This design comes from an exercise in tuning for small area, a short achievable clock period and few clock cycles per item on the open sky130 flow, not from production work. Function was checked by simulation only, so behaviour that the tests miss may differ from the original. Power figures rest on the tool's default switching activity, not on a simulated workload.

Setup of lane 1:
// mpeg_scrambler_top
module mpeg_scrambler_top (
	input  logic            clk,
	input  logic            rst_n,
	input  mpeg_pkg::byte_t mpeg_in,
	input  logic            mpeg_in_en,
	input  logic            stream_end,
	input  mpeg_pkg::key_t  key_in,
	input  logic            key_en,
	output mpeg_pkg::byte_t mpeg_out,
	output logic            mpeg_out_en,
	output logic            mpeg_prog_full
);
clock: 5.0 ns
lec_check: 0
cap_margin: 20
core_margin: 2
core_utilization: 40
cts_buf_list: sky130_fd_sc_hd__clkbuf_8 sky130_fd_sc_hd__clkbuf_16
setup_slack_margin: 3.3
slew_margin: 20
standard.sh (not shown) runs the stock make flow with config.mk's settings and CLKGATE_MAP_FILE= SYNTH_SCRIPT=/design/flow/synth_recipe.tcl, a recipe that flattens the netlist after the stock synthesis.
==> flow/flow/run.sh <==
#!/bin/bash
# Standard ORFS layout, with plain buf_1 cells as the port buffers instead of the delay buffer
# that buffer_ports picks on its own. Make's full output goes to flow_make.log here.
set -euo pipefail
bash standard.sh "BUFFER_PORTS_ARGS=-buffer_cell sky130_fd_sc_hd__buf_1" finish > flow_make.log 2>&1
Every stage of the flow completed for lane 1, and the final layout passed the timing, design-rule and antenna checks.
Testbench counts of lane 1, summed over its fixed seeds: cycles 173,216, bytes 173,208.
Changes in lane 2 relative to lane 1:
- SETUP_SLACK_MARGIN changed from 3.3 to 3.0
## What came out
Lane 2 completed; timing, DRC and antenna clean. Maximum frequency | lane 2 below lane 1. The higher shortest clock period the worst path allows after layout of lane 2 and lane 1 is in lane 2. [diff] total leakage power, lane 2 relative to lane 1: improvement. Ratio of cells with drive above 1 in the final layout, lane 2 and lane 1: smaller value in lane 2. Comparing share of the cycle needed by the critical path after routing for lane 2 and lane 1, the bigger number came from lane 2. Lane 2 vs. lane 1: detailed-route wire length per cell went down; utilization fell by 6.2 points. Between lane 1 and lane 2, the flow reports power increasing by a few percent. ~same critical path data required time in lane 2 and lane 1.
Modified inputs, lane 3 compared to lane 2
- changing SETUP_SLACK_MARGIN from 3.0 to 3.3
==> flow/run.sh (new file) <==
#!/bin/bash
# synth_recipe.tcl (not shown) runs the flow's synth.tcl, then flattens the netlist and writes it again
# the make line also repeats each setting of config.mk as NAME=value (left out here)
make -C /OpenROAD-flow-scripts/flow DESIGN_CONFIG=/design/flow/config.mk WORK_HOME=/design/flow/orfs CLKGATE_MAP_FILE= SYNTH_SCRIPT=/design/flow/synth_recipe.tcl finish
removed: flow/flow/run.sh
removed: flow/standard.sh
Findings:
Power: lane 3 draws less than lane 2
Lane 3 reports its cell with the largest stage delay on the worst path as sky130_fd_sc_hd__nor4_4 while lane 2 reports sky130_fd_sc_hd__a21boi_2.
Diff lane 2 -> lane 3: global-route met1 utilization now sits higher, portion of the clock cycle consumed by the worst path in the final layout now sits lower, highest ir drop seen on vdd now sits lower, standby leakage power now sits higher, relative contribution of sequential cells to total power now sits higher.
[lane 3] critical path depth rose 1 relative to lane 2
Share of final-layout standard cells stronger than drive strength 1 (lane 3 over lane 2): increase, 44 points
In terms of row count, lane 3 and lane 2 differ only marginally.
Lane 3 ended with every stage complete and zero timing, DRC or antenna violations.
Lane 2 reached the end of the flow, and the finished layout is clean on the timing, design-rule and antenna checks.
Here is what was changed in the inputs of lane 4 compared with lane 3.
- SETUP_SLACK_MARGIN no longer set, was 3.3
Notes after the runs:
Lower number of multi-input logic gates among lane 4 and lane 3: lane 4. [compare] base=lane 3 new=lane 4: first-pass GRT wire length went down; peak clock frequency supported by timing went down; core utilization went down; shortest period the worst path allows went up. Re count of different cell masters after synthesis: no difference whatsoever between lane 3 and lane 4. Taking lane 3 as 1.0, lane 4 lands at 0.940 on final cell count. Lane 3 has a higher worst hold slack than lane 4.
For lane 5, these inputs were changed with respect to lane 4:
==> flow/flow/run.sh (new file) <==
#!/bin/bash
# Standard ORFS layout, with plain buf_1 cells as the port buffers instead of the delay buffer
# that buffer_ports picks on its own. Make's full output goes to flow_make.log here.
set -euo pipefail
bash standard.sh "BUFFER_PORTS_ARGS=-buffer_cell sky130_fd_sc_hd__buf_1" finish > flow_make.log 2>&1
==> flow/standard.sh (new file) <==
#!/bin/bash
# synth_recipe.tcl (not shown) runs the flow's synth.tcl, then flattens the netlist and writes it again
# the make line also repeats each setting of config.mk as NAME=value (left out here)
make -C /OpenROAD-flow-scripts/flow DESIGN_CONFIG=/design/flow/config.mk WORK_HOME=/design/flow/orfs CLKGATE_MAP_FILE= SYNTH_SCRIPT=/design/flow/synth_recipe.tcl "${@:-finish}"
removed: flow/run.sh
Notes after the runs:
- Diff lane 5..lane 4 | simple-gate share of the synthesized area | unchanged
- The required time at the worst-slack endpoint was comparable across lane 4 and lane 5.
- Summary of lane 5 over lane 4: part of the total power dissipated in combinational logic decreased by 4.8 points relative to the old numbers, final setup slack of the worst path increased by 0.29 ns relative to the old numbers.
- Compare lane 4 and lane 5 | power density relative to cell area higher: lane 5
- Higher maximum vdd ir drop goes to lane 5 over lane 4.
- Comparing lane 5 with lane 4, the register clock-pin slew on the reported worst setup and hold paths came out essentially unchanged.
- Route | lane 5 vs lane 4 | wire shorter in lane 5

* * *

== try-juniper ==
mpeg_scrambler_top, a different RTL version from the one above (not shown whole).
Size: ~120 cells after synthesis, about 29 flip-flops, roughly 39 I/O pins.
Settings: LEC_CHECK=0, CAP_MARGIN=20, CORE_AREA=2.5 2.5 58.5 58.5, DIE_AREA=0 0 61 61, SETUP_SLACK_MARGIN=3.2, SLEW_MARGIN=20; clock period 5.0 ns.
==> flow/flow/run.sh <==
#!/bin/bash
# Standard ORFS layout with plain buf_1 cells as the port buffers (buffer_ports otherwise picks a
# delay buffer), a clock tree without dummy loads, and the slow wide OR cells added to the
# platform's don't-use list (flow/dont_use.txt holds the platform's list and these), so that
# synthesis builds wide ORs from NOR and NAND gates. Make's full output goes to flow_make.log here.
set -euo pipefail
bash standard.sh "BUFFER_PORTS_ARGS=-buffer_cell sky130_fd_sc_hd__buf_1" \
	"CTS_ARGS=-sink_clustering_enable -repair_clock_nets -dont_use_dummy_load -buf_list {sky130_fd_sc_hd__clkbuf_8 sky130_fd_sc_hd__clkbuf_16}" \
	"DONT_USE_CELLS=$(cat flow/dont_use.txt)" \
	finish > flow_make.log 2>&1
==> flow/flow/dont_use.txt <==
sky130_fd_sc_hd__probe_p_8 sky130_fd_sc_hd__probec_p_8 sky130_fd_sc_hd__lpflow_bleeder_1 sky130_fd_sc_hd__lpflow_clkbufkapwr_1 sky130_fd_sc_hd__lpflow_clkbufkapwr_16 sky130_fd_sc_hd__lpflow_clkbufkapwr_2 sky130_fd_sc_hd__lpflow_clkbufkapwr_4 sky130_fd_sc_hd__lpflow_clkbufkapwr_8 sky130_fd_sc_hd__lpflow_clkinvkapwr_1 sky130_fd_sc_hd__lpflow_clkinvkapwr_16 sky130_fd_sc_hd__lpflow_clkinvkapwr_2 sky130_fd_sc_hd__lpflow_clkinvkapwr_4 sky130_fd_sc_hd__lpflow_clkinvkapwr_8 sky130_fd_sc_hd__lpflow_decapkapwr_12 sky130_fd_sc_hd__lpflow_decapkapwr_3 sky130_fd_sc_hd__lpflow_decapkapwr_4 sky130_fd_sc_hd__lpflow_decapkapwr_6 sky130_fd_sc_hd__lpflow_decapkapwr_8 sky130_fd_sc_hd__lpflow_inputiso0n_1 sky130_fd_sc_hd__lpflow_inputiso0p_1 sky130_fd_sc_hd__lpflow_inputiso1n_1 sky130_fd_sc_hd__lpflow_inputiso1p_1 sky130_fd_sc_hd__lpflow_inputisolatch_1 sky130_fd_sc_hd__lpflow_isobufsrc_1 sky130_fd_sc_hd__lpflow_isobufsrc_16 sky130_fd_sc_hd__lpflow_isobufsrc_2 sky130_fd_sc_hd__lpflow_isobufsrc_4 sky130_fd_sc_hd__lpflow_isobufsrc_8 sky130_fd_sc_hd__lpflow_isobufsrckapwr_16 sky130_fd_sc_hd__lpflow_lsbuf_lh_hl_isowell_tap_1 sky130_fd_sc_hd__lpflow_lsbuf_lh_hl_isowell_tap_2 sky130_fd_sc_hd__lpflow_lsbuf_lh_hl_isowell_tap_4 sky130_fd_sc_hd__lpflow_lsbuf_lh_isowell_4 sky130_fd_sc_hd__lpflow_lsbuf_lh_isowell_tap_1 sky130_fd_sc_hd__lpflow_lsbuf_lh_isowell_tap_2 sky130_fd_sc_hd__lpflow_lsbuf_lh_isowell_tap_4 sky130_fd_sc_hd__or4_1 sky130_fd_sc_hd__or4_2 sky130_fd_sc_hd__or4_4 sky130_fd_sc_hd__or4b_1 sky130_fd_sc_hd__or4b_2 sky130_fd_sc_hd__or4b_4 sky130_fd_sc_hd__or4bb_1 sky130_fd_sc_hd__or4bb_2 sky130_fd_sc_hd__or4bb_4 sky130_fd_sc_hd__or3_1 sky130_fd_sc_hd__or3_2 sky130_fd_sc_hd__or3_4 sky130_fd_sc_hd__or3b_1 sky130_fd_sc_hd__or3b_2 sky130_fd_sc_hd__or3b_4
Testbench counts of try-juniper, summed over its fixed seeds: cycles 173,216, bytes 173,208.
--- input diff try-juniper..try-nickel ---
Settings: changing SETUP_SLACK_MARGIN from 3.2 to 3.1.
==> flow/flow/run.sh <==
#!/bin/bash
# Standard ORFS layout with plain buf_1 cells as the port buffers (buffer_ports otherwise picks a
# delay buffer) and a clock tree without dummy loads. Make's full output goes to flow_make.log here.
set -euo pipefail
bash standard.sh "BUFFER_PORTS_ARGS=-buffer_cell sky130_fd_sc_hd__buf_1" \
	"CTS_ARGS=-sink_clustering_enable -repair_clock_nets -dont_use_dummy_load -buf_list {sky130_fd_sc_hd__clkbuf_8 sky130_fd_sc_hd__clkbuf_16}" \
	finish > flow_make.log 2>&1
removed: flow/flow/dont_use.txt
### Flow results
- Result for try-nickel and try-juniper: all clean
- Compared to try-juniper, try-nickel has cell count 1 lower.
- Changes observed in try-nickel relative to try-juniper: number of gates given a new drive strength after cts shows no meaningful change; internal power contribution shows a reduction of about 0.55%; total wirelength of the detailed-routed design shows a reduction of 98 um.
Here is what was changed in the inputs of try-lagoon compared with try-nickel.
Settings: a change of SETUP_SLACK_MARGIN from 3.1 to 3.05.
==> flow/flow/run.sh <==
#!/bin/bash
# Standard ORFS layout with plain buf_1 cells as the port buffers (buffer_ports otherwise picks a
# delay buffer) and a clock tree without dummy loads. Make's full output goes to flow_make.log here.
set -euo pipefail
bash standard.sh "BUFFER_PORTS_ARGS=-buffer_cell sky130_fd_sc_hd__buf_1" \
	"CTS_ARGS=-sink_clustering_enable -repair_clock_nets -dont_use_dummy_load -buf_list sky130_fd_sc_hd__clkbuf_4" \
	finish > flow_make.log 2>&1
Results
Taking try-nickel as the reference, in try-lagoon worst-margin pin slew higher; overall routing resource usage roughly the same. Higher top fanout value on the critical path among try-nickel and try-lagoon: try-nickel. try-lagoon reports its critical path's slowest cell as sky130_fd_sc_hd__a41o_2 while try-nickel reports sky130_fd_sc_hd__a2111oi_0. Multiplexer share of the synthesized area came out exactly the same in try-nickel and try-lagoon. Compared to try-nickel, try-lagoon has detailed-route wire length per cell 0.092 um higher. On via count, the higher figure sits with try-lagoon, not try-nickel.
Input-level comparison between try-onyx and try-lagoon:
Settings: swapping 3.05 for 3.0 in SETUP_SLACK_MARGIN.
==> flow/flow/run.sh <==
#!/bin/bash
# Standard ORFS layout with plain buf_1 cells as the port buffers (buffer_ports otherwise picks a
# delay buffer) and a clock tree without dummy loads. Make's full output goes to flow_make.log here.
set -euo pipefail
bash standard.sh "BUFFER_PORTS_ARGS=-buffer_cell sky130_fd_sc_hd__buf_1" \
	"CTS_ARGS=-sink_clustering_enable -repair_clock_nets -dont_use_dummy_load -buf_list {sky130_fd_sc_hd__clkbuf_8 sky130_fd_sc_hd__clkbuf_16}" \
	finish > flow_make.log 2>&1
==> run notes <==
- Net count after synthesis: try-lagoon vs try-onyx, no meaningful difference
- Of try-lagoon and try-onyx, the run reporting the lower part of the power in the clock network was try-lagoon.
- On wire length after detailed routing, try-lagoon loses to try-onyx.

==> port drivers added, routing unchanged <==
Ports are ideal in the flow. The routed layouts listed here were re-timed in OpenROAD.
Step 1 assumes that a clkbuf_16 drives the clock port and a buf_2 every other input.
Step 2 times the ports against the registers' clock, not the clock port: input delays grow and output delays shrink by t, the midpoint of the rising clock arrivals with the driver on.
Three values: no drivers, after step 1, after step 2; two values: the first two.
| run | t (ns) | setup slack, ns | hold WS [ns] | clock arrival spread, ns | slew at the worst register clock pin (ns) |
|---|---|---|---|---|---|
| lane 1 | 0.294 | 3.187 / 3.174 / 2.880 | 0.469 / 0.469 / 0.469 | 0.005 / 0.005 | 0.09 / 0.09 |
| lane 2 | 0.294 | 3.072 / 3.075 / 2.780 | 0.455 / 0.455 / 0.455 | 0.003 / 0.003 | 0.09 / 0.09 |
| lane 3 | 0.290 | 3.122 / 3.105 / 2.814 | 0.476 / 0.476 / 0.476 | 0.011 / 0.011 | 0.10 / 0.10 |
| lane 4 | 0.289 | 2.288 / 2.288 / 1.999 | 0.459 / 0.459 / 0.459 | 0.003 / 0.003 | 0.09 / 0.09 |
| lane 5 | 0.295 | 2.575 / 2.578 / 2.282 | 0.457 / 0.457 / 0.457 | 0.005 / 0.005 | 0.10 / 0.10 |
| try-juniper | 0.290 | 3.237 / 3.239 / 2.949 | 0.469 / 0.469 / 0.469 | 0.005 / 0.006 | 0.06 / 0.06 |
| try-nickel | 0.286 | 3.211 / 3.211 / 2.924 | 0.458 / 0.458 / 0.458 | 0.006 / 0.007 | 0.05 / 0.05 |
| try-lagoon | 0.336 | 3.173 / 3.168 / 2.832 | 0.462 / 0.462 / 0.462 | 0.011 / 0.012 | 0.08 / 0.08 |
| try-onyx | 0.286 | 3.130 / 3.125 / 2.838 | 0.459 / 0.459 / 0.459 | 0.007 / 0.007 | 0.05 / 0.05 |
After both steps setup and hold are still met in every run listed. The setup slack of try-lagoon, which loses most, moves by -0.005 ns with the drivers and by -0.341 ns with both steps.
